Context: an optimization exercise on an open-source flow, tuned for small area, a short achievable clock period and few clock cycles per item. The choices shown serve that exercise and are no tape-out recipe. For this run, only the layout was checked, not whether the RTL still works.

==> flow/design.v <==
module pipelined_floating_point_multiplier #(
  parameter int unsigned EXPONENT_WIDTH   = 8,
  parameter int unsigned MANTISSA_WIDTH   = 23,
  parameter int unsigned ROUND_TO_NEAREST = 1
) (
  input  logic        clk,
  input  logic        rst,
  input  logic        in_valid,
  output logic        in_ready,
  input  logic [31:0] a,
  input  logic [31:0] b,
  output logic        out_valid,
  input  logic        out_ready,
  output logic [31:0] out,
  output logic        underflow_flag,
  output logic        overflow_flag,
  output logic        invalid_operation_flag
);
  logic en;
  logic r2_v;
  fpm_rdy u_rdy_port (.v(r2_v), .ordy(out_ready), .rdy(in_ready));
  fpm_rdy u_rdy_en   (.v(r2_v), .ordy(out_ready), .rdy(en));
  logic        a_s, b_s;
  logic [7:0]  a_e, b_e;
  logic [22:0] a_m, b_m;
  assign {a_s, a_e, a_m} = a;
  assign {b_s, b_e, b_m} = b;
  logic a_e1, b_e1, a_ez, b_ez;
  assign a_e1 = &a_e;
  assign b_e1 = &b_e;
  assign a_ez = ~|a_e;
  assign b_ez = ~|b_e;
  logic [25:0] yy;
  logic [11:0] c_bone, c_btwo, c_bneg;
  assign yy = {1'b1, b_m, 1'b0};
  always_comb begin
    for (int k = 0; k < 12; k++) begin
      c_bone[k] = yy[2*k+1] ^ yy[2*k];
      c_btwo[k] = (yy[2*k+2] & ~yy[2*k+1] & ~yy[2*k]) | (~yy[2*k+2] & yy[2*k+1] & yy[2*k]);
      c_bneg[k] = yy[2*k+2];
    end
  end
  logic        r0_v;
  logic        r0_s;
  logic        r0_a_e1, r0_a_ez, r0_b_e1, r0_b_ez;
  logic [8:0]  r0_es;
  logic [22:0] r0_ma;
  logic [11:0] r0_bone, r0_btwo, r0_bneg;
  always_ff @(posedge clk or posedge rst) begin
    if (rst)     r0_v <= 1'b0;
    else if (en) r0_v <= in_valid;
  end
  always_ff @(posedge clk) begin
    if (en) begin
      r0_s    <= a_s ^ b_s;
      r0_a_e1 <= a_e1;
      r0_a_ez <= a_ez;
      r0_b_e1 <= b_e1;
      r0_b_ez <= b_ez;
      r0_es   <= {1'b0, a_e} + {1'b0, b_e};
      r0_ma   <= a_m;
      r0_bone <= c_bone;
      r0_btwo <= c_btwo;
      r0_bneg <= c_bneg;
    end
  end
  logic [47:15] ps, pc;
  logic         pcin;
  fpm_sigmul u_mul (.x(r0_ma), .bone(r0_bone), .btwo(r0_btwo), .bneg(r0_bneg),
                    .s(ps), .c(pc), .cin(pcin));
  logic [22:0] ym;
  always_comb begin
    for (int k = 0; k < 12; k++) begin
      if (2*k+1 <= 22) ym[2*k+1] = r0_bneg[k];
      ym[2*k] = r0_bone[k] ^ ((k == 0) ? 1'b0 : r0_bneg[(k == 0) ? 0 : k-1]);
    end
  end
  logic st0, st1;
  fpm_sticky u_sticky (.x(r0_ma), .y(ym), .st0(st0), .st1(st1));
  logic a_nan, b_nan, a_inf, b_inf;
  logic c_nan, c_inf, c_zero, c_inv;
  logic a_mz, b_mz;
  always_comb begin
    a_mz   = ~|r0_ma;
    b_mz   = ~|ym;
    a_nan  = r0_a_e1 && !a_mz;
    b_nan  = r0_b_e1 && !b_mz;
    a_inf  = r0_a_e1 && a_mz;
    b_inf  = r0_b_e1 && b_mz;
    c_nan  = 1'b0;
    c_inf  = 1'b0;
    c_zero = 1'b0;
    c_inv  = 1'b0;
    if (a_nan || b_nan) begin
      c_nan = 1'b1;
      c_inv = (a_nan && !r0_ma[22]) || (b_nan && !ym[22]);
    end else if ((a_inf && r0_b_ez) || (r0_a_ez && b_inf)) begin
      c_nan = 1'b1;
      c_inv = 1'b1;
    end else if (a_inf || b_inf) begin
      c_inf = 1'b1;
    end else if (r0_a_ez || r0_b_ez) begin
      c_zero = 1'b1;
    end
  end
  logic        r1_s, r1_nan, r1_inf, r1_zero, r1_inv;
  logic [8:0]  r1_es;
  logic [47:15] r1_ps, r1_pc;
  logic         r1_cin;
  logic        r1_st0, r1_st1;
  logic        r1_v;
  always_ff @(posedge clk or posedge rst) begin
    if (rst)     r1_v <= 1'b0;
    else if (en) r1_v <= r0_v;
  end
  always_ff @(posedge clk) begin
    if (en) begin
      r1_s    <= r0_s;
      r1_nan  <= c_nan;
      r1_inf  <= c_inf;
      r1_zero <= c_zero;
      r1_inv  <= c_inv;
      r1_es   <= r0_es;
      r1_ps   <= ps;
      r1_pc   <= pc;
      r1_cin  <= pcin;
      r1_st0  <= st0;               
      r1_st1  <= st1;               
    end
  end
  logic [31:0] o_d;
  logic        uf_d, of_d, inv_d;
  fpm_round u_round (
    .ps(r1_ps), .pc(r1_pc), .cin(r1_cin), .st0(r1_st0), .st1(r1_st1),
    .es(r1_es), .sgn(r1_s), .nan(r1_nan), .inf(r1_inf), .zero(r1_zero),
    .inv(r1_inv), .o(o_d), .uf_o(uf_d), .of_o(of_d), .inv_o(inv_d)
  );
  logic [31:0] r2_o;
  logic        r2_uf, r2_of, r2_inv;
  always_ff @(posedge clk or posedge rst) begin
    if (rst)     r2_v <= 1'b0;
    else if (en) r2_v <= r1_v;
  end
  always_ff @(posedge clk) begin
    if (en) begin
      r2_o   <= o_d;
      r2_uf  <= uf_d;
      r2_of  <= of_d;
      r2_inv <= inv_d;
    end
  end
  assign out                    = r2_o;
  assign underflow_flag         = r2_uf;
  assign overflow_flag          = r2_of;
  assign invalid_operation_flag = r2_inv;
  assign out_valid = r2_v;
endmodule
module fpm_rdy (
  input  logic v,
  input  logic ordy,
  output logic rdy
);
  assign rdy = !(v && !ordy);
endmodule
module fpm_sticky (
  input  logic [22:0] x, y,
  output logic        st0, st1
);
  logic [23:0] za, zb;
  logic        z22, z23;
  always_comb begin
    for (int i = 0; i < 24; i++) begin
      za[i] = ~|({1'b0, x} & ((24'd1 << i) - 24'd1));
      zb[i] = ~|({1'b0, y} & ((24'd1 << i) - 24'd1));
    end
    z22 = 1'b0;
    z23 = 1'b0;
    for (int i = 0; i <= 22; i++) z22 = z22 | (za[i] & zb[22-i]);
    for (int i = 0; i <= 23; i++) z23 = z23 | (za[i] & zb[23-i]);
  end
  assign st0 = !z22;
  assign st1 = !z23;
endmodule
module fpm_round (
  input  logic [47:15] ps, pc,
  input  logic         cin, st0, st1,
  input  logic [8:0]   es,
  input  logic         sgn, nan, inf, zero, inv,
  output logic [31:0]  o,
  output logic         uf_o, of_o, inv_o
);
  logic [47:15] p;
  assign p = ps + pc + 33'(cin);
  logic        hi;
  logic [22:0] man_h, man_l;
  logic        rnd_h, rnd_l;
  logic [23:0] mr_h, mr_l;
  logic [22:0] man_r;
  logic        cy;
  logic        uf, of;
  logic [7:0]  e_p1, e_p2, e_out;
  logic [7:0]  e_0;
  logic        uf0, uf1, of0, of1, m0, m1;
  always_comb begin
    e_0 = es[7:0] + 8'd129;       
    uf0 = es < 9'd128;            
    uf1 = es < 9'd127;            
    of0 = es >= 9'd382;           
    of1 = es >= 9'd381;           
    m0  = es == 9'd381;           
    m1  = es == 9'd380;           
  end
  always_comb begin
    hi    = p[47];
    man_h = p[46:24];
    man_l = p[45:23];
    rnd_h = p[23] && (st1 || man_h[0]);
    rnd_l = p[22] && (st0 || man_l[0]);
    mr_h  = {1'b0, man_h} + 24'(rnd_h);
    mr_l  = {1'b0, man_l} + 24'(rnd_l);
    man_r = hi ? mr_h[22:0] : mr_l[22:0];
    cy    = hi ? mr_h[23] : mr_l[23];
    uf    = hi ? uf1 : uf0;
    of    = hi ? (of1 || (m1 && mr_h[23])) : (of0 || (m0 && mr_l[23]));
    e_p1  = es[7:0] + 8'd130;
    e_p2  = es[7:0] + 8'd131;
    e_out = (hi && cy) ? e_p2 : (hi || cy) ? e_p1 : e_0;
  end
  always_comb begin
    o     = {sgn, e_out, man_r};
    uf_o  = 1'b0;
    of_o  = 1'b0;
    inv_o = 1'b0;
    if (nan) begin
      o     = 32'hFFC00000;
      inv_o = inv;
    end else if (inf) begin
      o = {sgn, 8'hFF, 23'd0};
    end else if (zero) begin
      o = {sgn, 31'd0};
    end else if (uf) begin
      o    = {sgn, 31'd0};
      uf_o = 1'b1;
    end else if (of) begin
      o    = {sgn, 8'hFF, 23'd0};
      of_o = 1'b1;
    end
  end
endmodule
module fpm_sigmul (
  input  logic [22:0] x,
  input  logic [11:0] bone, btwo, bneg,
  output logic [47:15] s, c,
  output logic cin
);
  logic [23:0] xx;
  assign xx = {1'b1, x};
  logic [24:0] pp0;
  logic [24:0] pp1;
  logic [24:0] pp2;
  logic [24:0] pp3;
  logic [24:0] pp4;
  logic [24:0] pp5;
  logic [24:0] pp6;
  logic [24:0] pp7;
  logic [24:0] pp8;
  logic [24:0] pp9;
  logic [24:0] pp10;
  logic [24:0] pp11;
  always_comb begin
    pp0 = ({1'b0, xx} & {25{bone[0]}} | {xx, 1'b0} & {25{btwo[0]}}) ^ {25{bneg[0]}};
    pp1 = ({1'b0, xx} & {25{bone[1]}} | {xx, 1'b0} & {25{btwo[1]}}) ^ {25{bneg[1]}};
    pp2 = ({1'b0, xx} & {25{bone[2]}} | {xx, 1'b0} & {25{btwo[2]}}) ^ {25{bneg[2]}};
    pp3 = ({1'b0, xx} & {25{bone[3]}} | {xx, 1'b0} & {25{btwo[3]}}) ^ {25{bneg[3]}};
    pp4 = ({1'b0, xx} & {25{bone[4]}} | {xx, 1'b0} & {25{btwo[4]}}) ^ {25{bneg[4]}};
    pp5 = ({1'b0, xx} & {25{bone[5]}} | {xx, 1'b0} & {25{btwo[5]}}) ^ {25{bneg[5]}};
    pp6 = ({1'b0, xx} & {25{bone[6]}} | {xx, 1'b0} & {25{btwo[6]}}) ^ {25{bneg[6]}};
    pp7 = ({1'b0, xx} & {25{bone[7]}} | {xx, 1'b0} & {25{btwo[7]}}) ^ {25{bneg[7]}};
    pp8 = ({1'b0, xx} & {25{bone[8]}} | {xx, 1'b0} & {25{btwo[8]}}) ^ {25{bneg[8]}};
    pp9 = ({1'b0, xx} & {25{bone[9]}} | {xx, 1'b0} & {25{btwo[9]}}) ^ {25{bneg[9]}};
    pp10 = ({1'b0, xx} & {25{bone[10]}} | {xx, 1'b0} & {25{btwo[10]}}) ^ {25{bneg[10]}};
    pp11 = ({1'b0, xx} & {25{bone[11]}} | {xx, 1'b0} & {25{btwo[11]}}) ^ {25{bneg[11]}};
  end
  wire s1, c2;
  fpm_ha u_s1 (.a(bneg[8]), .b(pp0[16]), .s(s1), .c(c2));
  wire s3, c4;
  fpm_ha u_s3 (.a(pp0[17]), .b(pp1[15]), .s(s3), .c(c4));
  wire s5, c6;
  fpm_fa u_s5 (.a(bneg[9]), .b(pp0[18]), .ci(pp1[16]), .s(s5), .co(c6));
  wire s7, c8;
  fpm_ha u_s7 (.a(pp2[14]), .b(pp3[12]), .s(s7), .c(c8));
  wire s9, c10;
  fpm_fa u_s9 (.a(pp0[19]), .b(pp1[17]), .ci(pp2[15]), .s(s9), .co(c10));
  wire s11, c12;
  fpm_ha u_s11 (.a(pp3[13]), .b(pp4[11]), .s(s11), .c(c12));
  wire s13, c14;
  fpm_fa u_s13 (.a(bneg[10]), .b(pp0[20]), .ci(pp1[18]), .s(s13), .co(c14));
  wire s15, c16;
  fpm_fa u_s15 (.a(pp2[16]), .b(pp3[14]), .ci(pp4[12]), .s(s15), .co(c16));
  wire s17, c18;
  fpm_ha u_s17 (.a(pp5[10]), .b(pp6[8]), .s(s17), .c(c18));
  wire s19, c20;
  fpm_fa u_s19 (.a(pp0[21]), .b(pp1[19]), .ci(pp2[17]), .s(s19), .co(c20));
  wire s21, c22;
  fpm_fa u_s21 (.a(pp3[15]), .b(pp4[13]), .ci(pp5[11]), .s(s21), .co(c22));
  wire s23, c24;
  fpm_ha u_s23 (.a(pp6[9]), .b(pp7[7]), .s(s23), .c(c24));
  wire s25, c26;
  fpm_fa u_s25 (.a(bneg[11]), .b(pp0[22]), .ci(pp1[20]), .s(s25), .co(c26));
  wire s27, c28;
  fpm_fa u_s27 (.a(pp2[18]), .b(pp3[16]), .ci(pp4[14]), .s(s27), .co(c28));
  wire s29, c30;
  fpm_fa u_s29 (.a(pp5[12]), .b(pp6[10]), .ci(pp7[8]), .s(s29), .co(c30));
  wire s31, c32;
  fpm_ha u_s31 (.a(pp8[6]), .b(pp9[4]), .s(s31), .c(c32));
  wire s33, c34;
  fpm_fa u_s33 (.a(pp0[23]), .b(pp1[21]), .ci(pp2[19]), .s(s33), .co(c34));
  wire s35, c36;
  fpm_fa u_s35 (.a(pp3[17]), .b(pp4[15]), .ci(pp5[13]), .s(s35), .co(c36));
  wire s37, c38;
  fpm_fa u_s37 (.a(pp6[11]), .b(pp7[9]), .ci(pp8[7]), .s(s37), .co(c38));
  wire s39, c40;
  fpm_ha u_s39 (.a(pp9[5]), .b(pp10[3]), .s(s39), .c(c40));
  wire s41, c42;
  fpm_fa u_s41 (.a(x[0]), .b(pp0[24]), .ci(pp1[22]), .s(s41), .co(c42));
  wire s43, c44;
  fpm_fa u_s43 (.a(pp2[20]), .b(pp3[18]), .ci(pp4[16]), .s(s43), .co(c44));
  wire s45, c46;
  fpm_fa u_s45 (.a(pp5[14]), .b(pp6[12]), .ci(pp7[10]), .s(s45), .co(c46));
  wire s47, c48;
  fpm_fa u_s47 (.a(pp8[8]), .b(pp9[6]), .ci(pp10[4]), .s(s47), .co(c48));
  wire s49, c50;
  fpm_fa u_s49 (.a(x[1]), .b(bneg[0]), .ci(pp1[23]), .s(s49), .co(c50));
  wire s51, c52;
  fpm_fa u_s51 (.a(pp2[21]), .b(pp3[19]), .ci(pp4[17]), .s(s51), .co(c52));
  wire s53, c54;
  fpm_fa u_s53 (.a(pp5[15]), .b(pp6[13]), .ci(pp7[11]), .s(s53), .co(c54));
  wire s55, c56;
  fpm_fa u_s55 (.a(pp8[9]), .b(pp9[7]), .ci(pp10[5]), .s(s55), .co(c56));
  wire s57, c58;
  fpm_fa u_s57 (.a(x[2]), .b(bneg[0]), .ci(pp1[24]), .s(s57), .co(c58));
  wire s59, c60;
  fpm_fa u_s59 (.a(pp2[22]), .b(pp3[20]), .ci(pp4[18]), .s(s59), .co(c60));
  wire s61, c62;
  fpm_fa u_s61 (.a(pp5[16]), .b(pp6[14]), .ci(pp7[12]), .s(s61), .co(c62));
  wire s63, c64;
  fpm_fa u_s63 (.a(pp8[10]), .b(pp9[8]), .ci(pp10[6]), .s(s63), .co(c64));
  wire s65, c66;
  fpm_fa u_s65 (.a(x[3]), .b(~bneg[1]), .ci(~bneg[0]), .s(s65), .co(c66));
  wire s67, c68;
  fpm_fa u_s67 (.a(pp2[23]), .b(pp3[21]), .ci(pp4[19]), .s(s67), .co(c68));
  wire s69, c70;
  fpm_fa u_s69 (.a(pp5[17]), .b(pp6[15]), .ci(pp7[13]), .s(s69), .co(c70));
  wire s71, c72;
  fpm_fa u_s71 (.a(pp8[11]), .b(pp9[9]), .ci(pp10[7]), .s(s71), .co(c72));
  wire s73, c74;
  fpm_fa u_s73 (.a(x[4]), .b(1'b1), .ci(pp2[24]), .s(s73), .co(c74));
  wire s75, c76;
  fpm_fa u_s75 (.a(pp3[22]), .b(pp4[20]), .ci(pp5[18]), .s(s75), .co(c76));
  wire s77, c78;
  fpm_fa u_s77 (.a(pp6[16]), .b(pp7[14]), .ci(pp8[12]), .s(s77), .co(c78));
  wire s79, c80;
  fpm_ha u_s79 (.a(pp9[10]), .b(pp10[8]), .s(s79), .c(c80));
  wire s81, c82;
  fpm_fa u_s81 (.a(x[5]), .b(~bneg[2]), .ci(pp3[23]), .s(s81), .co(c82));
  wire s83, c84;
  fpm_fa u_s83 (.a(pp4[21]), .b(pp5[19]), .ci(pp6[17]), .s(s83), .co(c84));
  wire s85, c86;
  fpm_fa u_s85 (.a(pp7[15]), .b(pp8[13]), .ci(pp9[11]), .s(s85), .co(c86));
  wire s87, c88;
  fpm_fa u_s87 (.a(x[6]), .b(1'b1), .ci(pp3[24]), .s(s87), .co(c88));
  wire s89, c90;
  fpm_fa u_s89 (.a(pp4[22]), .b(pp5[20]), .ci(pp6[18]), .s(s89), .co(c90));
  wire s91, c92;
  fpm_ha u_s91 (.a(pp7[16]), .b(pp8[14]), .s(s91), .c(c92));
  wire s93, c94;
  fpm_fa u_s93 (.a(x[7]), .b(~bneg[3]), .ci(pp4[23]), .s(s93), .co(c94));
  wire s95, c96;
  fpm_fa u_s95 (.a(pp5[21]), .b(pp6[19]), .ci(pp7[17]), .s(s95), .co(c96));
  wire s97, c98;
  fpm_fa u_s97 (.a(x[8]), .b(1'b1), .ci(pp4[24]), .s(s97), .co(c98));
  wire s99, c100;
  fpm_ha u_s99 (.a(pp5[22]), .b(pp6[20]), .s(s99), .c(c100));
  wire s101, c102;
  fpm_fa u_s101 (.a(x[9]), .b(~bneg[4]), .ci(pp5[23]), .s(s101), .co(c102));
  wire s103, c104;
  fpm_ha u_s103 (.a(x[10]), .b(1'b1), .s(s103), .c(c104));
  wire s105, c106;
  fpm_ha u_s105 (.a(bneg[5]), .b(pp0[10]), .s(s105), .c(c106));
  wire s107, c108;
  fpm_ha u_s107 (.a(pp0[11]), .b(pp1[9]), .s(s107), .c(c108));
  wire s109, c110;
  fpm_fa u_s109 (.a(bneg[6]), .b(pp0[12]), .ci(pp1[10]), .s(s109), .co(c110));
  wire s111, c112;
  fpm_ha u_s111 (.a(pp2[8]), .b(pp3[6]), .s(s111), .c(c112));
  wire s113, c114;
  fpm_fa u_s113 (.a(pp0[13]), .b(pp1[11]), .ci(pp2[9]), .s(s113), .co(c114));
  wire s115, c116;
  fpm_ha u_s115 (.a(pp3[7]), .b(pp4[5]), .s(s115), .c(c116));
  wire s117, c118;
  fpm_fa u_s117 (.a(bneg[7]), .b(pp0[14]), .ci(pp1[12]), .s(s117), .co(c118));
  wire s119, c120;
  fpm_fa u_s119 (.a(pp2[10]), .b(pp3[8]), .ci(pp4[6]), .s(s119), .co(c120));
  wire s121, c122;
  fpm_ha u_s121 (.a(pp5[4]), .b(pp6[2]), .s(s121), .c(c122));
  wire s123, c124;
  fpm_fa u_s123 (.a(pp0[15]), .b(pp1[13]), .ci(pp2[11]), .s(s123), .co(c124));
  wire s125, c126;
  fpm_fa u_s125 (.a(pp3[9]), .b(pp4[7]), .ci(pp5[5]), .s(s125), .co(c126));
  wire s127, c128;
  fpm_ha u_s127 (.a(pp6[3]), .b(pp7[1]), .s(s127), .c(c128));
  wire s129, c130;
  fpm_fa u_s129 (.a(pp1[14]), .b(pp2[12]), .ci(pp3[10]), .s(s129), .co(c130));
  wire s131, c132;
  fpm_fa u_s131 (.a(pp4[8]), .b(pp5[6]), .ci(pp6[4]), .s(s131), .co(c132));
  wire s133, c134;
  fpm_fa u_s133 (.a(pp7[2]), .b(pp8[0]), .ci(s1), .s(s133), .co(c134));
  wire s135, c136;
  fpm_fa u_s135 (.a(pp2[13]), .b(pp3[11]), .ci(pp4[9]), .s(s135), .co(c136));
  wire s137, c138;
  fpm_fa u_s137 (.a(pp5[7]), .b(pp6[5]), .ci(pp7[3]), .s(s137), .co(c138));
  wire s139, c140;
  fpm_fa u_s139 (.a(pp8[1]), .b(c2), .ci(s3), .s(s139), .co(c140));
  wire s141, c142;
  fpm_fa u_s141 (.a(pp4[10]), .b(pp5[8]), .ci(pp6[6]), .s(s141), .co(c142));
  wire s143, c144;
  fpm_fa u_s143 (.a(pp7[4]), .b(pp8[2]), .ci(pp9[0]), .s(s143), .co(c144));
  wire s145, c146;
  fpm_fa u_s145 (.a(c4), .b(s7), .ci(s5), .s(s145), .co(c146));
  wire s147, c148;
  fpm_fa u_s147 (.a(pp5[9]), .b(pp6[7]), .ci(pp7[5]), .s(s147), .co(c148));
  wire s149, c150;
  fpm_fa u_s149 (.a(pp8[3]), .b(pp9[1]), .ci(c8), .s(s149), .co(c150));
  wire s151, c152;
  fpm_fa u_s151 (.a(s11), .b(c6), .ci(s9), .s(s151), .co(c152));
  wire s153, c154;
  fpm_fa u_s153 (.a(pp7[6]), .b(pp8[4]), .ci(pp9[2]), .s(s153), .co(c154));
  wire s155, c156;
  fpm_fa u_s155 (.a(pp10[0]), .b(c12), .ci(s17), .s(s155), .co(c156));
  wire s157, c158;
  fpm_fa u_s157 (.a(c10), .b(s13), .ci(s15), .s(s157), .co(c158));
  wire s159, c160;
  fpm_fa u_s159 (.a(pp8[5]), .b(pp9[3]), .ci(pp10[1]), .s(s159), .co(c160));
  wire s161, c162;
  fpm_fa u_s161 (.a(c18), .b(s23), .ci(c14), .s(s161), .co(c162));
  wire s163, c164;
  fpm_fa u_s163 (.a(c16), .b(s19), .ci(s21), .s(s163), .co(c164));
  wire s165, c166;
  fpm_fa u_s165 (.a(pp10[2]), .b(pp11[0]), .ci(c24), .s(s165), .co(c166));
  wire s167, c168;
  fpm_fa u_s167 (.a(s31), .b(c20), .ci(c22), .s(s167), .co(c168));
  wire s169, c170;
  fpm_fa u_s169 (.a(s25), .b(s27), .ci(s29), .s(s169), .co(c170));
  wire s171, c172;
  fpm_fa u_s171 (.a(pp11[1]), .b(c32), .ci(s39), .s(s171), .co(c172));
  wire s173, c174;
  fpm_fa u_s173 (.a(c26), .b(c28), .ci(c30), .s(s173), .co(c174));
  wire s175, c176;
  fpm_fa u_s175 (.a(s33), .b(s35), .ci(s37), .s(s175), .co(c176));
  wire s177, c178;
  fpm_fa u_s177 (.a(pp11[2]), .b(c40), .ci(c34), .s(s177), .co(c178));
  wire s179, c180;
  fpm_fa u_s179 (.a(c36), .b(c38), .ci(s41), .s(s179), .co(c180));
  wire s181, c182;
  fpm_fa u_s181 (.a(s43), .b(s45), .ci(s47), .s(s181), .co(c182));
  wire s183, c184;
  fpm_fa u_s183 (.a(pp11[3]), .b(s49), .ci(c42), .s(s183), .co(c184));
  wire s185, c186;
  fpm_fa u_s185 (.a(c44), .b(c46), .ci(c48), .s(s185), .co(c186));
  wire s187, c188;
  fpm_fa u_s187 (.a(s51), .b(s53), .ci(s55), .s(s187), .co(c188));
  wire s189, c190;
  fpm_fa u_s189 (.a(pp11[4]), .b(s57), .ci(c50), .s(s189), .co(c190));
  wire s191, c192;
  fpm_fa u_s191 (.a(c52), .b(c54), .ci(c56), .s(s191), .co(c192));
  wire s193, c194;
  fpm_fa u_s193 (.a(s59), .b(s61), .ci(s63), .s(s193), .co(c194));
  wire s195, c196;
  fpm_fa u_s195 (.a(pp11[5]), .b(s65), .ci(c58), .s(s195), .co(c196));
  wire s197, c198;
  fpm_fa u_s197 (.a(c60), .b(c62), .ci(c64), .s(s197), .co(c198));
  wire s199, c200;
  fpm_fa u_s199 (.a(s67), .b(s69), .ci(s71), .s(s199), .co(c200));
  wire s201, c202;
  fpm_fa u_s201 (.a(pp11[6]), .b(c66), .ci(s79), .s(s201), .co(c202));
  wire s203, c204;
  fpm_fa u_s203 (.a(s73), .b(c68), .ci(c70), .s(s203), .co(c204));
  wire s205, c206;
  fpm_fa u_s205 (.a(c72), .b(s75), .ci(s77), .s(s205), .co(c206));
  wire s207, c208;
  fpm_fa u_s207 (.a(pp10[9]), .b(pp11[7]), .ci(c80), .s(s207), .co(c208));
  wire s209, c210;
  fpm_fa u_s209 (.a(s81), .b(c74), .ci(c76), .s(s209), .co(c210));
  wire s211, c212;
  fpm_fa u_s211 (.a(c78), .b(s83), .ci(s85), .s(s211), .co(c212));
  wire s213, c214;
  fpm_fa u_s213 (.a(pp9[12]), .b(pp10[10]), .ci(pp11[8]), .s(s213), .co(c214));
  wire s215, c216;
  fpm_fa u_s215 (.a(s91), .b(s87), .ci(c82), .s(s215), .co(c216));
  wire s217, c218;
  fpm_fa u_s217 (.a(c84), .b(c86), .ci(s89), .s(s217), .co(c218));
  wire s219, c220;
  fpm_fa u_s219 (.a(pp8[15]), .b(pp9[13]), .ci(pp10[11]), .s(s219), .co(c220));
  wire s221, c222;
  fpm_fa u_s221 (.a(pp11[9]), .b(c92), .ci(s93), .s(s221), .co(c222));
  wire s223, c224;
  fpm_fa u_s223 (.a(c88), .b(c90), .ci(s95), .s(s223), .co(c224));
  wire s225, c226;
  fpm_fa u_s225 (.a(pp7[18]), .b(pp8[16]), .ci(pp9[14]), .s(s225), .co(c226));
  wire s227, c228;
  fpm_fa u_s227 (.a(pp10[12]), .b(pp11[10]), .ci(s99), .s(s227), .co(c228));
  wire s229, c230;
  fpm_fa u_s229 (.a(s97), .b(c94), .ci(c96), .s(s229), .co(c230));
  wire s231, c232;
  fpm_fa u_s231 (.a(pp6[21]), .b(pp7[19]), .ci(pp8[17]), .s(s231), .co(c232));
  wire s233, c234;
  fpm_fa u_s233 (.a(pp9[15]), .b(pp10[13]), .ci(pp11[11]), .s(s233), .co(c234));
  wire s235, c236;
  fpm_fa u_s235 (.a(c100), .b(s101), .ci(c98), .s(s235), .co(c236));
  wire s237, c238;
  fpm_fa u_s237 (.a(s103), .b(pp5[24]), .ci(pp6[22]), .s(s237), .co(c238));
  wire s239, c240;
  fpm_fa u_s239 (.a(pp7[20]), .b(pp8[18]), .ci(pp9[16]), .s(s239), .co(c240));
  wire s241, c242;
  fpm_fa u_s241 (.a(pp10[14]), .b(pp11[12]), .ci(c102), .s(s241), .co(c242));
  wire s243, c244;
  fpm_fa u_s243 (.a(x[11]), .b(c104), .ci(~bneg[5]), .s(s243), .co(c244));
  wire s245, c246;
  fpm_fa u_s245 (.a(pp6[23]), .b(pp7[21]), .ci(pp8[19]), .s(s245), .co(c246));
  wire s247, c248;
  fpm_fa u_s247 (.a(pp9[17]), .b(pp10[15]), .ci(pp11[13]), .s(s247), .co(c248));
  wire s249, c250;
  fpm_fa u_s249 (.a(x[12]), .b(1'b1), .ci(pp6[24]), .s(s249), .co(c250));
  wire s251, c252;
  fpm_fa u_s251 (.a(pp7[22]), .b(pp8[20]), .ci(pp9[18]), .s(s251), .co(c252));
  wire s253, c254;
  fpm_ha u_s253 (.a(pp10[16]), .b(pp11[14]), .s(s253), .c(c254));
  wire s255, c256;
  fpm_fa u_s255 (.a(x[13]), .b(~bneg[6]), .ci(pp7[23]), .s(s255), .co(c256));
  wire s257, c258;
  fpm_fa u_s257 (.a(pp8[21]), .b(pp9[19]), .ci(pp10[17]), .s(s257), .co(c258));
  wire s259, c260;
  fpm_fa u_s259 (.a(x[14]), .b(1'b1), .ci(pp7[24]), .s(s259), .co(c260));
  wire s261, c262;
  fpm_ha u_s261 (.a(pp8[22]), .b(pp9[20]), .s(s261), .c(c262));
  wire s263, c264;
  fpm_fa u_s263 (.a(x[15]), .b(~bneg[7]), .ci(pp8[23]), .s(s263), .co(c264));
  wire s265, c266;
  fpm_ha u_s265 (.a(x[16]), .b(1'b1), .s(s265), .c(c266));
  wire s267, c268;
  fpm_ha u_s267 (.a(bneg[3]), .b(pp0[6]), .s(s267), .c(c268));
  wire s269, c270;
  fpm_ha u_s269 (.a(pp0[7]), .b(pp1[5]), .s(s269), .c(c270));
  wire s271, c272;
  fpm_fa u_s271 (.a(bneg[4]), .b(pp0[8]), .ci(pp1[6]), .s(s271), .co(c272));
  wire s273, c274;
  fpm_ha u_s273 (.a(pp2[4]), .b(pp3[2]), .s(s273), .c(c274));
  wire s275, c276;
  fpm_fa u_s275 (.a(pp0[9]), .b(pp1[7]), .ci(pp2[5]), .s(s275), .co(c276));
  wire s277, c278;
  fpm_ha u_s277 (.a(pp3[3]), .b(pp4[1]), .s(s277), .c(c278));
  wire s279, c280;
  fpm_fa u_s279 (.a(pp1[8]), .b(pp2[6]), .ci(pp3[4]), .s(s279), .co(c280));
  wire s281, c282;
  fpm_fa u_s281 (.a(pp4[2]), .b(pp5[0]), .ci(s105), .s(s281), .co(c282));
  wire s283, c284;
  fpm_fa u_s283 (.a(pp2[7]), .b(pp3[5]), .ci(pp4[3]), .s(s283), .co(c284));
  wire s285, c286;
  fpm_fa u_s285 (.a(pp5[1]), .b(c106), .ci(s107), .s(s285), .co(c286));
  wire s287, c288;
  fpm_fa u_s287 (.a(pp4[4]), .b(pp5[2]), .ci(pp6[0]), .s(s287), .co(c288));
  wire s289, c290;
  fpm_fa u_s289 (.a(c108), .b(s111), .ci(s109), .s(s289), .co(c290));
  wire s291, c292;
  fpm_fa u_s291 (.a(pp5[3]), .b(pp6[1]), .ci(c112), .s(s291), .co(c292));
  wire s293, c294;
  fpm_fa u_s293 (.a(s115), .b(c110), .ci(s113), .s(s293), .co(c294));
  wire s295, c296;
  fpm_fa u_s295 (.a(pp7[0]), .b(c116), .ci(s121), .s(s295), .co(c296));
  wire s297, c298;
  fpm_fa u_s297 (.a(c114), .b(s117), .ci(s119), .s(s297), .co(c298));
  wire s299, c300;
  fpm_fa u_s299 (.a(c122), .b(s127), .ci(c118), .s(s299), .co(c300));
  wire s301, c302;
  fpm_fa u_s301 (.a(c120), .b(s123), .ci(s125), .s(s301), .co(c302));
  wire s303, c304;
  fpm_fa u_s303 (.a(c128), .b(c124), .ci(c126), .s(s303), .co(c304));
  wire s305, c306;
  fpm_fa u_s305 (.a(s129), .b(s131), .ci(s133), .s(s305), .co(c306));
  wire s307, c308;
  fpm_fa u_s307 (.a(c130), .b(c132), .ci(s135), .s(s307), .co(c308));
  wire s309, c310;
  fpm_fa u_s309 (.a(s137), .b(c134), .ci(s139), .s(s309), .co(c310));
  wire s311, c312;
  fpm_fa u_s311 (.a(c136), .b(c138), .ci(s141), .s(s311), .co(c312));
  wire s313, c314;
  fpm_fa u_s313 (.a(s143), .b(c140), .ci(s145), .s(s313), .co(c314));
  wire s315, c316;
  fpm_fa u_s315 (.a(c142), .b(c144), .ci(s147), .s(s315), .co(c316));
  wire s317, c318;
  fpm_fa u_s317 (.a(s149), .b(c146), .ci(s151), .s(s317), .co(c318));
  wire s319, c320;
  fpm_fa u_s319 (.a(c148), .b(s153), .ci(c150), .s(s319), .co(c320));
  wire s321, c322;
  fpm_fa u_s321 (.a(s155), .b(c152), .ci(s157), .s(s321), .co(c322));
  wire s323, c324;
  fpm_fa u_s323 (.a(c154), .b(s159), .ci(c156), .s(s323), .co(c324));
  wire s325, c326;
  fpm_fa u_s325 (.a(s161), .b(c158), .ci(s163), .s(s325), .co(c326));
  wire s327, c328;
  fpm_fa u_s327 (.a(c160), .b(s165), .ci(c162), .s(s327), .co(c328));
  wire s329, c330;
  fpm_fa u_s329 (.a(c164), .b(s167), .ci(s169), .s(s329), .co(c330));
  wire s331, c332;
  fpm_fa u_s331 (.a(c166), .b(s171), .ci(c168), .s(s331), .co(c332));
  wire s333, c334;
  fpm_fa u_s333 (.a(c170), .b(s173), .ci(s175), .s(s333), .co(c334));
  wire s335, c336;
  fpm_fa u_s335 (.a(c172), .b(s177), .ci(c174), .s(s335), .co(c336));
  wire s337, c338;
  fpm_fa u_s337 (.a(c176), .b(s179), .ci(s181), .s(s337), .co(c338));
  wire s339, c340;
  fpm_fa u_s339 (.a(c178), .b(s183), .ci(c180), .s(s339), .co(c340));
  wire s341, c342;
  fpm_fa u_s341 (.a(c182), .b(s185), .ci(s187), .s(s341), .co(c342));
  wire s343, c344;
  fpm_fa u_s343 (.a(c184), .b(c186), .ci(s189), .s(s343), .co(c344));
  wire s345, c346;
  fpm_fa u_s345 (.a(c188), .b(s191), .ci(s193), .s(s345), .co(c346));
  wire s347, c348;
  fpm_fa u_s347 (.a(s195), .b(c190), .ci(c192), .s(s347), .co(c348));
  wire s349, c350;
  fpm_fa u_s349 (.a(c194), .b(s197), .ci(s199), .s(s349), .co(c350));
  wire s351, c352;
  fpm_fa u_s351 (.a(s201), .b(c196), .ci(c198), .s(s351), .co(c352));
  wire s353, c354;
  fpm_fa u_s353 (.a(c200), .b(s203), .ci(s205), .s(s353), .co(c354));
  wire s355, c356;
  fpm_fa u_s355 (.a(s207), .b(c202), .ci(c204), .s(s355), .co(c356));
  wire s357, c358;
  fpm_fa u_s357 (.a(c206), .b(s209), .ci(s211), .s(s357), .co(c358));
  wire s359, c360;
  fpm_fa u_s359 (.a(s213), .b(c208), .ci(c210), .s(s359), .co(c360));
  wire s361, c362;
  fpm_fa u_s361 (.a(s215), .b(c212), .ci(s217), .s(s361), .co(c362));
  wire s363, c364;
  fpm_fa u_s363 (.a(c214), .b(s219), .ci(s221), .s(s363), .co(c364));
  wire s365, c366;
  fpm_fa u_s365 (.a(c216), .b(c218), .ci(s223), .s(s365), .co(c366));
  wire s367, c368;
  fpm_fa u_s367 (.a(c220), .b(s225), .ci(s227), .s(s367), .co(c368));
  wire s369, c370;
  fpm_fa u_s369 (.a(c222), .b(c224), .ci(s229), .s(s369), .co(c370));
  wire s371, c372;
  fpm_fa u_s371 (.a(c226), .b(s231), .ci(s233), .s(s371), .co(c372));
  wire s373, c374;
  fpm_fa u_s373 (.a(c228), .b(c230), .ci(s235), .s(s373), .co(c374));
  wire s375, c376;
  fpm_fa u_s375 (.a(c232), .b(c234), .ci(s237), .s(s375), .co(c376));
  wire s377, c378;
  fpm_fa u_s377 (.a(s239), .b(s241), .ci(c236), .s(s377), .co(c378));
  wire s379, c380;
  fpm_fa u_s379 (.a(s243), .b(c238), .ci(c240), .s(s379), .co(c380));
  wire s381, c382;
  fpm_fa u_s381 (.a(s245), .b(s247), .ci(c242), .s(s381), .co(c382));
  wire s383, c384;
  fpm_fa u_s383 (.a(c244), .b(s253), .ci(s249), .s(s383), .co(c384));
  wire s385, c386;
  fpm_fa u_s385 (.a(c246), .b(c248), .ci(s251), .s(s385), .co(c386));
  wire s387, c388;
  fpm_fa u_s387 (.a(pp11[15]), .b(c254), .ci(s255), .s(s387), .co(c388));
  wire s389, c390;
  fpm_fa u_s389 (.a(c250), .b(c252), .ci(s257), .s(s389), .co(c390));
  wire s391, c392;
  fpm_fa u_s391 (.a(pp10[18]), .b(pp11[16]), .ci(s261), .s(s391), .co(c392));
  wire s393, c394;
  fpm_fa u_s393 (.a(s259), .b(c256), .ci(c258), .s(s393), .co(c394));
  wire s395, c396;
  fpm_fa u_s395 (.a(pp9[21]), .b(pp10[19]), .ci(pp11[17]), .s(s395), .co(c396));
  wire s397, c398;
  fpm_fa u_s397 (.a(c262), .b(s263), .ci(c260), .s(s397), .co(c398));
  wire s399, c400;
  fpm_fa u_s399 (.a(s265), .b(pp8[24]), .ci(pp9[22]), .s(s399), .co(c400));
  wire s401, c402;
  fpm_fa u_s401 (.a(pp10[20]), .b(pp11[18]), .ci(c264), .s(s401), .co(c402));
  wire s403, c404;
  fpm_fa u_s403 (.a(x[17]), .b(c266), .ci(~bneg[8]), .s(s403), .co(c404));
  wire s405, c406;
  fpm_fa u_s405 (.a(pp9[23]), .b(pp10[21]), .ci(pp11[19]), .s(s405), .co(c406));
  wire s407, c408;
  fpm_fa u_s407 (.a(x[18]), .b(1'b1), .ci(pp9[24]), .s(s407), .co(c408));
  wire s409, c410;
  fpm_ha u_s409 (.a(pp10[22]), .b(pp11[20]), .s(s409), .c(c410));
  wire s411, c412;
  fpm_fa u_s411 (.a(x[19]), .b(~bneg[9]), .ci(pp10[23]), .s(s411), .co(c412));
  wire s413, c414;
  fpm_ha u_s413 (.a(x[20]), .b(1'b1), .s(s413), .c(c414));
  wire s415, c416;
  fpm_ha u_s415 (.a(bneg[2]), .b(pp0[4]), .s(s415), .c(c416));
  wire s417, c418;
  fpm_ha u_s417 (.a(pp0[5]), .b(pp1[3]), .s(s417), .c(c418));
  wire s419, c420;
  fpm_fa u_s419 (.a(pp1[4]), .b(pp2[2]), .ci(pp3[0]), .s(s419), .co(c420));
  wire s421, c422;
  fpm_fa u_s421 (.a(pp2[3]), .b(pp3[1]), .ci(c268), .s(s421), .co(c422));
  wire s423, c424;
  fpm_fa u_s423 (.a(pp4[0]), .b(c270), .ci(s273), .s(s423), .co(c424));
  wire s425, c426;
  fpm_fa u_s425 (.a(c274), .b(s277), .ci(c272), .s(s425), .co(c426));
  wire s427, c428;
  fpm_fa u_s427 (.a(c278), .b(c276), .ci(s279), .s(s427), .co(c428));
  wire s429, c430;
  fpm_fa u_s429 (.a(c280), .b(s283), .ci(c282), .s(s429), .co(c430));
  wire s431, c432;
  fpm_fa u_s431 (.a(c284), .b(s287), .ci(c286), .s(s431), .co(c432));
  wire s433, c434;
  fpm_fa u_s433 (.a(c288), .b(s291), .ci(c290), .s(s433), .co(c434));
  wire s435, c436;
  fpm_fa u_s435 (.a(c292), .b(s295), .ci(c294), .s(s435), .co(c436));
  wire s437, c438;
  fpm_fa u_s437 (.a(c296), .b(s299), .ci(c298), .s(s437), .co(c438));
  wire s439, c440;
  fpm_fa u_s439 (.a(c300), .b(c302), .ci(s303), .s(s439), .co(c440));
  wire s441, c442;
  fpm_fa u_s441 (.a(c304), .b(s307), .ci(c306), .s(s441), .co(c442));
  wire s443, c444;
  fpm_fa u_s443 (.a(c308), .b(s311), .ci(c310), .s(s443), .co(c444));
  wire s445, c446;
  fpm_fa u_s445 (.a(c312), .b(s315), .ci(c314), .s(s445), .co(c446));
  wire s447, c448;
  fpm_fa u_s447 (.a(c316), .b(s319), .ci(c318), .s(s447), .co(c448));
  wire s449, c450;
  fpm_fa u_s449 (.a(s323), .b(c320), .ci(c322), .s(s449), .co(c450));
  wire s451, c452;
  fpm_fa u_s451 (.a(c324), .b(s327), .ci(c326), .s(s451), .co(c452));
  wire s453, c454;
  fpm_fa u_s453 (.a(c328), .b(s331), .ci(c330), .s(s453), .co(c454));
  wire s455, c456;
  fpm_fa u_s455 (.a(c332), .b(s335), .ci(c334), .s(s455), .co(c456));
  wire s457, c458;
  fpm_fa u_s457 (.a(c336), .b(s339), .ci(c338), .s(s457), .co(c458));
  wire s459, c460;
  fpm_fa u_s459 (.a(c340), .b(s343), .ci(c342), .s(s459), .co(c460));
  wire s461, c462;
  fpm_fa u_s461 (.a(c344), .b(s347), .ci(c346), .s(s461), .co(c462));
  wire s463, c464;
  fpm_fa u_s463 (.a(c348), .b(s351), .ci(c350), .s(s463), .co(c464));
  wire s465, c466;
  fpm_fa u_s465 (.a(s355), .b(c352), .ci(c354), .s(s465), .co(c466));
  wire s467, c468;
  fpm_fa u_s467 (.a(s359), .b(c356), .ci(c358), .s(s467), .co(c468));
  wire s469, c470;
  fpm_fa u_s469 (.a(s363), .b(c360), .ci(c362), .s(s469), .co(c470));
  wire s471, c472;
  fpm_fa u_s471 (.a(s367), .b(c364), .ci(c366), .s(s471), .co(c472));
  wire s473, c474;
  fpm_fa u_s473 (.a(s371), .b(c368), .ci(c370), .s(s473), .co(c474));
  wire s475, c476;
  fpm_fa u_s475 (.a(c372), .b(s375), .ci(c374), .s(s475), .co(c476));
  wire s477, c478;
  fpm_fa u_s477 (.a(c376), .b(s379), .ci(s381), .s(s477), .co(c478));
  wire s479, c480;
  fpm_fa u_s479 (.a(s383), .b(c380), .ci(s385), .s(s479), .co(c480));
  wire s481, c482;
  fpm_fa u_s481 (.a(s387), .b(c384), .ci(c386), .s(s481), .co(c482));
  wire s483, c484;
  fpm_fa u_s483 (.a(s391), .b(c388), .ci(c390), .s(s483), .co(c484));
  wire s485, c486;
  fpm_fa u_s485 (.a(s395), .b(c392), .ci(c394), .s(s485), .co(c486));
  wire s487, c488;
  fpm_fa u_s487 (.a(c396), .b(s399), .ci(s401), .s(s487), .co(c488));
  wire s489, c490;
  fpm_fa u_s489 (.a(s403), .b(c400), .ci(s405), .s(s489), .co(c490));
  wire s491, c492;
  fpm_fa u_s491 (.a(c404), .b(s409), .ci(s407), .s(s491), .co(c492));
  wire s493, c494;
  fpm_fa u_s493 (.a(pp11[21]), .b(c410), .ci(s411), .s(s493), .co(c494));
  wire s495, c496;
  fpm_fa u_s495 (.a(s413), .b(pp10[24]), .ci(pp11[22]), .s(s495), .co(c496));
  wire s497, c498;
  fpm_fa u_s497 (.a(x[21]), .b(c414), .ci(~bneg[10]), .s(s497), .co(c498));
  wire s499, c500;
  fpm_ha u_s499 (.a(x[22]), .b(1'b1), .s(s499), .c(c500));
  wire s501, c502;
  fpm_ha u_s501 (.a(bneg[1]), .b(pp0[2]), .s(s501), .c(c502));
  wire s503, c504;
  fpm_ha u_s503 (.a(pp0[3]), .b(pp1[1]), .s(s503), .c(c504));
  wire s505, c506;
  fpm_fa u_s505 (.a(pp1[2]), .b(pp2[0]), .ci(s415), .s(s505), .co(c506));
  wire s507, c508;
  fpm_fa u_s507 (.a(pp2[1]), .b(c416), .ci(s417), .s(s507), .co(c508));
  wire s509, c510;
  fpm_fa u_s509 (.a(c418), .b(s267), .ci(s419), .s(s509), .co(c510));
  wire s511, c512;
  fpm_fa u_s511 (.a(s269), .b(c420), .ci(s421), .s(s511), .co(c512));
  wire s513, c514;
  fpm_fa u_s513 (.a(s271), .b(c422), .ci(s423), .s(s513), .co(c514));
  wire s515, c516;
  fpm_fa u_s515 (.a(s275), .b(c424), .ci(s425), .s(s515), .co(c516));
  wire s517, c518;
  fpm_fa u_s517 (.a(s281), .b(c426), .ci(s427), .s(s517), .co(c518));
  wire s519, c520;
  fpm_fa u_s519 (.a(s285), .b(c428), .ci(s429), .s(s519), .co(c520));
  wire s521, c522;
  fpm_fa u_s521 (.a(s289), .b(s431), .ci(c430), .s(s521), .co(c522));
  wire s523, c524;
  fpm_fa u_s523 (.a(s293), .b(c432), .ci(s433), .s(s523), .co(c524));
  wire s525, c526;
  fpm_fa u_s525 (.a(s297), .b(s435), .ci(c434), .s(s525), .co(c526));
  wire s527, c528;
  fpm_fa u_s527 (.a(s301), .b(s437), .ci(c436), .s(s527), .co(c528));
  wire s529, c530;
  fpm_fa u_s529 (.a(s305), .b(c438), .ci(s439), .s(s529), .co(c530));
  wire s531, c532;
  fpm_fa u_s531 (.a(s309), .b(c440), .ci(s441), .s(s531), .co(c532));
  wire s533, c534;
  fpm_fa u_s533 (.a(s313), .b(c442), .ci(s443), .s(s533), .co(c534));
  wire s535, c536;
  fpm_fa u_s535 (.a(s317), .b(c444), .ci(s445), .s(s535), .co(c536));
  wire s537, c538;
  fpm_fa u_s537 (.a(s321), .b(c446), .ci(s447), .s(s537), .co(c538));
  wire s539, c540;
  fpm_fa u_s539 (.a(s325), .b(c448), .ci(s449), .s(s539), .co(c540));
  wire s541, c542;
  fpm_fa u_s541 (.a(s329), .b(s451), .ci(c450), .s(s541), .co(c542));
  wire s543, c544;
  fpm_fa u_s543 (.a(s333), .b(s453), .ci(c452), .s(s543), .co(c544));
  wire s545, c546;
  fpm_fa u_s545 (.a(s337), .b(s455), .ci(c454), .s(s545), .co(c546));
  wire s547, c548;
  fpm_fa u_s547 (.a(s341), .b(c456), .ci(s457), .s(s547), .co(c548));
  wire s549, c550;
  fpm_fa u_s549 (.a(s345), .b(c458), .ci(s459), .s(s549), .co(c550));
  wire s551, c552;
  fpm_fa u_s551 (.a(s349), .b(c460), .ci(s461), .s(s551), .co(c552));
  wire s553, c554;
  fpm_fa u_s553 (.a(s353), .b(c462), .ci(s463), .s(s553), .co(c554));
  wire s555, c556;
  fpm_fa u_s555 (.a(s357), .b(s465), .ci(c464), .s(s555), .co(c556));
  wire s557, c558;
  fpm_fa u_s557 (.a(s361), .b(s467), .ci(c466), .s(s557), .co(c558));
  wire s559, c560;
  fpm_fa u_s559 (.a(s365), .b(s469), .ci(c468), .s(s559), .co(c560));
  wire s561, c562;
  fpm_fa u_s561 (.a(s369), .b(s471), .ci(c470), .s(s561), .co(c562));
  wire s563, c564;
  fpm_fa u_s563 (.a(s373), .b(s473), .ci(c472), .s(s563), .co(c564));
  wire s565, c566;
  fpm_fa u_s565 (.a(s377), .b(s475), .ci(c474), .s(s565), .co(c566));
  wire s567, c568;
  fpm_fa u_s567 (.a(c378), .b(s477), .ci(c476), .s(s567), .co(c568));
  wire s569, c570;
  fpm_fa u_s569 (.a(c382), .b(s479), .ci(c478), .s(s569), .co(c570));
  wire s571, c572;
  fpm_fa u_s571 (.a(s389), .b(s481), .ci(c480), .s(s571), .co(c572));
  wire s573, c574;
  fpm_fa u_s573 (.a(s393), .b(s483), .ci(c482), .s(s573), .co(c574));
  wire s575, c576;
  fpm_fa u_s575 (.a(s397), .b(s485), .ci(c484), .s(s575), .co(c576));
  wire s577, c578;
  fpm_fa u_s577 (.a(c398), .b(s487), .ci(c486), .s(s577), .co(c578));
  wire s579, c580;
  fpm_fa u_s579 (.a(c402), .b(s489), .ci(c488), .s(s579), .co(c580));
  wire s581, c582;
  fpm_fa u_s581 (.a(c406), .b(s491), .ci(c490), .s(s581), .co(c582));
  wire s583, c584;
  fpm_fa u_s583 (.a(c408), .b(s493), .ci(c492), .s(s583), .co(c584));
  wire s585, c586;
  fpm_fa u_s585 (.a(c412), .b(s495), .ci(c494), .s(s585), .co(c586));
  wire s587, c588;
  fpm_fa u_s587 (.a(pp11[23]), .b(s497), .ci(c496), .s(s587), .co(c588));
  wire s589, c590;
  fpm_fa u_s589 (.a(s499), .b(pp11[24]), .ci(c498), .s(s589), .co(c590));
  wire s591, c592;
  fpm_fa u_s591 (.a(1'b1), .b(c500), .ci(~bneg[11]), .s(s591), .co(c592));
  logic [47:0] r0, r1;
  logic [15:0] lsum;
  assign r0 = {c590, c588, c586, c584, c582, c580, c578, c576, c574, c572, c570, c568, c566, c564, c562, c560, c558, c556, c554, c552, c550, c548, c546, c544, c542, c540, c538, c536, c534, c532, c530, c528, c526, c524, c522, c520, c518, c516, c514, c512, c510, c508, c506, c504, c502, s501, pp0[1], bneg[0]};
  assign r1 = {s591, s589, s587, s585, s583, s581, s579, s577, s575, s573, s571, s569, s567, s565, s563, s561, s559, s557, s555, s553, s551, s549, s547, s545, s543, s541, s539, s537, s535, s533, s531, s529, s527, s525, s523, s521, s519, s517, s515, s513, s511, s509, s507, s505, s503, pp1[0], 1'b0, pp0[0]};
  assign lsum = {1'b0, r0[14:0]} + {1'b0, r1[14:0]};
  assign cin = lsum[15];
  assign s = r0[47:15];
  assign c = r1[47:15];
endmodule
module fpm_fa (
  input  logic a, b, ci,
  output logic s, co
);
  assign s  = a ^ b ^ ci;
  assign co = (a & b) | (a & ci) | (b & ci);
endmodule
module fpm_ha (
  input  logic a, b,
  output logic s, c
);
  assign s = a ^ b;
  assign c = a & b;
endmodule
==> flow/flow/run.sh <==
#!/bin/bash
# The standard layout with two changes: the port buffers are buf_1
# cells, and the modules off the critical paths (the sticky bits, and the
# top module's own logic: operand classification, exponent sum, Booth
# digits) are mapped by ABC with flow/abc_area.script (area recovery)
# before ORFS's own abc call maps the rest with its speed script. The rest of the standard flow's
# synthesis script (synth_recipe.tcl) runs unchanged. The make output goes to
# standard.log; ORFS keeps each step's log under orfs/logs.
set -euo pipefail
here=$(pwd)
export BUFFER_PORTS_ARGS="-buffer_cell sky130_fd_sc_hd__buf_1"
export FLOW_SYNTH_TCL="$here/synth_recipe.tcl"
export MY_ABC_AREA_SCRIPT="$here/flow/abc_area.script"
export MY_ABC_AREA_MODULES="fpm_sticky pipelined_floating_point_multiplier"
sed "s|SYNTH_SCRIPT=[^ ]*|SYNTH_SCRIPT=$here/flow/synth_wrap.tcl|" standard.sh > standard_abc.sh
bash standard_abc.sh > standard.log 2>&1
==> flow/flow/abc_area.script <==
&get -n
&st
&dch
&nf -R 1000
&put
buffer -c
topo
stime -c
upsize -c
dnsize -c
==> flow/flow/synth_wrap.tcl <==
# synth_recipe.tcl with one change: before ORFS's abc call maps the design,
# the modules named in MY_ABC_AREA_MODULES are mapped alone with the script
# MY_ABC_AREA_SCRIPT (area-oriented; these modules are off the critical
# paths). ORFS's own abc call then maps the rest as usual.
proc abc {args} {
  if {[info exists ::env(MY_ABC_AREA_MODULES)] && [info exists ::env(MY_ABC_AREA_SCRIPT)]} {
    set a $args
    set i [lsearch -exact $a -script]
    if {$i >= 0} {
      lset a [expr {$i + 1}] $::env(MY_ABC_AREA_SCRIPT)
      puts "synth_wrap: abc maps $::env(MY_ABC_AREA_MODULES) with $::env(MY_ABC_AREA_SCRIPT)"
      yosys abc {*}$a {*}$::env(MY_ABC_AREA_MODULES)
    }
  }
  yosys abc {*}$args
}
source $::env(FLOW_SYNTH_TCL)
==> flow/standard.sh <==
#!/bin/bash
# synth_recipe.tcl (not shown) runs the flow's synth.tcl, then flattens the netlist and writes it again
# the make line also repeats each setting of config.mk as NAME=value (left out here)
make -C /OpenROAD-flow-scripts/flow DESIGN_CONFIG=/design/flow/config.mk WORK_HOME=/design/flow/orfs CLKGATE_MAP_FILE= SYNTH_SCRIPT=/design/flow/synth_recipe.tcl "${@:-finish}"
==> flow/config.mk <==
export PLATFORM = sky130hd
export DESIGN_NAME = pipelined_floating_point_multiplier
export DESIGN_NICKNAME = pipelined_floating_point_multiplier
export VERILOG_FILES = /design/flow/design.v
export SDC_FILE = /design/flow/constraint.sdc
export NUM_CORES = 4
export LEC_CHECK = 0
export CAP_MARGIN = 20
export CORE_MARGIN = 2
export CORE_UTILIZATION = 40
export SETUP_SLACK_MARGIN = 4.95
export SLEW_MARGIN = 20
export SYNTH_HIERARCHICAL = 1
==> flow/constraint.sdc <==
create_clock -name core_clock -period 9.0 [get_ports {clk}]
set_input_delay 1.8000 -clock core_clock [delete_from_list [all_inputs] [get_ports {clk}]]
set_output_delay 1.8000 -clock core_clock [all_outputs]
set_load 0.01 [all_outputs]
==> results.txt <==
==> final timing paths <==
path	start	endpoint	slack [ns]	cells after the start
setup / recovery	r1_ps[18]	r2_o[29]	4.98	12
hold / removal	r0_es[5]	r1_es[5]	0.42	0
setup reg to reg	r1_ps[18]	r2_o[29]	4.98	12
hold reg to reg	r0_es[5]	r1_es[5]	0.42	0
max in group asynchronous	rst	r2_v	7.77	2
min in group asynchronous	rst	r1_v	1.11	2
==> cell type report <==
cell class	instances	area share [%]
clock buffers	17	1.70
clock inverters	15	0.823
inverters	31	0.464
multi-input cells	1722	65.4
flip-flops and latches	193	23.0
well taps	765	3.82
repair buffers	197	4.74
==> sequential cells by signal, summed over array words and instances, names as in the netlist, 9 cells and up <==
| register | count |
|---|---|
| r0_bneg | 11 |
| r0_bone | 12 |
| r0_btwo | 12 |
| r0_es | 9 |
| r0_ma | 23 |
| r1_es | 9 |
| r1_pc | 33 |
| r1_ps | 33 |
| r2_o | 32 |
==> modules after synthesis, one instance, submodules excluded <==
| module | area, um2 | times used | cells |
|---|---|---|---|
| pipelined_floating_point_multiplier | 6710 | 1 | 331 |
| fpm_sigmul | 6200 | 1 | 826 |
| fpm_round | 3980 | 1 | 621 |
| fpm_sticky | 505 | 1 | 79 |
| fpm_fa | 20.0 | 264 | 1 |
| fpm_ha | 12.5 | 32 | 1 |
| fpm_rdy | 6.26 | 2 | 1 |
==> metal layers <==
metal / wire length [um] / GRT usage, % / up-vias
met2: 31100 / 35.9 / 972
li1: - / - / 7769
met1: 29200 / 31.4 / 9008
met3: 6850 / 6.52 / 154
met5: 0 / 0 / -
met4: 2110 / 8.36 / 0
==> critical path, cell delays in order (launching register included) <==
cell and delay (ns):
edfxtp_1 0.44, ha_4 0.30, o211ai_1 0.12, o21a_1 0.22, o31a_1 0.35, and4b_1 0.27, or3_1 0.43, a211oi_4 0.30
nand3b_1 0.25, o31a_1 0.32, o211a_4 0.25, or4_1 0.46, a31oi_1 0.14
==> cells in the mapped netlist, types with 4 or more instances <==
cell type / number / share of area, %
mux2_2: 5 / 0.24
buf_2: 125 / 2.7
o21ai_0: 36 / 0.78
o2111ai_1: 4 / 0.15
clkbuf_1: 17 / 0.28
fa_1: 265 / 23
buf_4: 79 / 2.6
nor2b_1: 8 / 0.22
edfxtp_1: 190 / 25
nand3_1: 29 / 0.63
or2_2: 6 / 0.16
or3_1: 14 / 0.38
a22oi_1: 268 / 8.7
o22ai_1: 6 / 0.16
a311oi_1: 7 / 0.27
a21o_1: 21 / 0.68
a31oi_1: 7 / 0.19
nor4_2: 4 / 0.22
and4_1: 4 / 0.15
a21oi_1: 98 / 2.1
o211a_1: 5 / 0.22
o21ai_1: 11 / 0.24
or3_4: 4 / 0.20
or4_1: 8 / 0.26
a211oi_1: 23 / 0.75
inv_1: 31 / 0.50
nand4_1: 26 / 0.70
mux2i_1: 5 / 0.22
o21a_1: 12 / 0.39
ha_1: 95 / 5.1
nor3_1: 35 / 0.76
and2_1: 14 / 0.38
and3_1: 13 / 0.35
o31ai_1: 4 / 0.13
xnor2_1: 317 / 12
nor4_1: 23 / 0.62
nand2_1: 98 / 1.6
xor2_1: 53 / 2.0
o211ai_1: 11 / 0.36
nand2b_1: 10 / 0.27
nor2_1: 99 / 1.6
==> through the flow <==
stage | instance area, um2 | hold slack, ns
CTS | 24700 | 0.428
floorplan | 23100 | 0.400
global placement | 23600 | 0.403
detailed placement | 23700 | 0.405
global route | 25100 | 0.433
finish | 25100 | 0.423
==> what timing repair did <==
action                     4_1_cts  5_1_grt
setup endpoints to repair       56       43
resized for setup               43       51
setup buffers                   18       14
pin swaps                       19       24
cloned                           1        0
==> cell families after synthesis <==
family / synth area share, %
xor+xnor: 14.0
compound gates: 16.7
simple gates: 9.51
buf+inv: 6.06
other cells: 0.0325
flops: 25.0
fa+ha+maj: 28.1
mux: 0.461
==> cell usage in the layout, fill, tap and decap left out, drive strengths merged, types with 8 or more instances in the layout <==
cell    instances
o211ai         12
nor4           27
nor2          100
a31oi           8
nand2b         10
a21oi          99
and2           14
nand3          30
or4             8
inv            37
xor2           53
or3            18
o21ai          48
nor2b           8
and3           13
clkbuf         17
ha             95
edfxtp        190
nand2         100
a21o           21
conb           13
nor3           36
buf           197
nand4          29
a211oi         23
xnor2         317
fa            265
o21a           12
a22oi         268
==> results_dict.tcl <==
set metrics [dict create \
    outcome "complete, no violations" \
    dpl_worst_slack_ns 4.08 \
    htree_levels 4 \
    seq_area_um2 5780 \
    crit_type "reg -> reg" \
    die-area_um2 59700 \
    cp-start-kind "register" \
    synth_cell_types 84 \
    overflow 0 \
    worst_pin_slew_ns 0.919 \
    rsz0062_at_grt "true" \
    syn_inst 2155 \
    insertion_delay_ns 0.52 \
    avgSynthCellArea_um2 10.7 \
    tritoncts "done" \
    io_pins 105 \
    final-max-slew-violation-count 0 \
    grt_max_degree 71 \
    die_h_um 244 \
    die_x_um 244 \
    maxCapViolCount 0 \
    nets 2590 \
    max_freq_mhz 249 \
    fillCellCount 5404 \
    end_kind "register" \
    async_reset_ff_share_pct 1.55 \
    netlist_area_um2 23100 \
    drt_pass1_iterations 9 \
    ant_nets 0 \
    fin_skew_ns 0.0236 \
    stdcell_count 2940 \
    drt_wl_total_um 69300 \
    cts_sinks 193 \
    core_area_um2 57400 \
    antenna_cells 0 \
    synth-seq-cells 193 \
    cp_data_arrival_time_ns 4.38 \
    dp_cells 2874 \
    fin_util_pct 43.7 \
    antenna_found_initial 0 \
    hold_buffers 0 \
    clock_tree.buffer_depth 2 \
    setup_viol 0 \
    crit_path_max_fanout 4 \
    relSlewSlack_pct 38.7 \
    synth-main-ff-cell "edfxtp_1" \
    postLayoutSetupSlackWorst_ns 4.98 \
    wl_per_cell_um 23.6 \
    grt_first_pass_wirelength_um 107000 \
    worstPathRequired_ns 9.36 \
    hpwl_um 44100 \
    synth-edff-count 190 \
    clk_pin_slew_ns 0.10 \
    cts_buffers 17 \
    ys_seq_area_share_pct 25.0 \
    drive_gt1_share_pct 10.3 \
    tns_ns 0 \
    port_buffers 104 \
    finalCriticalPeriod_ns 4.02 \
    cts_root_buffer "clkbuf_16" \
    grt_use_total_pct 23.3 \
    multi_input_area_um2 16400 \
    area_growth_pct 8.63 \
    gp_congestion 0.875 \
    num_rows 88 \
    dr_total_vias 17900 \
    first_iter_violations 1752 \
    ys_warn_count 10 \
    drc 0 \
    start_util_pct 40.2 \
    hold_path.class "reg -> reg" \
    vias_per_cell 6.09 \
    hold_viol 0 \
    grt_pass1_vias 18400 \
    fin_crit_sh_pct 44.6 \
]

[what the ideal ports hide]
The results above use ideal ports. As a check the final layout listed here was re-extracted and re-timed, cells and wires unchanged. Step 1: set_driving_cell puts a clkbuf_16 on clk and a buf_2 on each other input, an assumption about the parent block. Step 2 times the ports against the registers' clock, not the clock port: input delays grow and output delays shrink by t, the midpoint of the rising clock arrivals with the driver on. Slacks: no drivers / after step 1 / after step 2; pairs: no drivers / after step 1.
shift t [ns]: 0.568
slack for setup (ns): 4.984 / 4.984 / 4.984
hold slack, ns: 0.423 / 0.423 / 0.423
cell pins on the clock port's net: 1
After both steps setup and hold are still met in this run. The setup slack of this run moves by 0.000 ns with the drivers and by 0.000 ns with both steps.
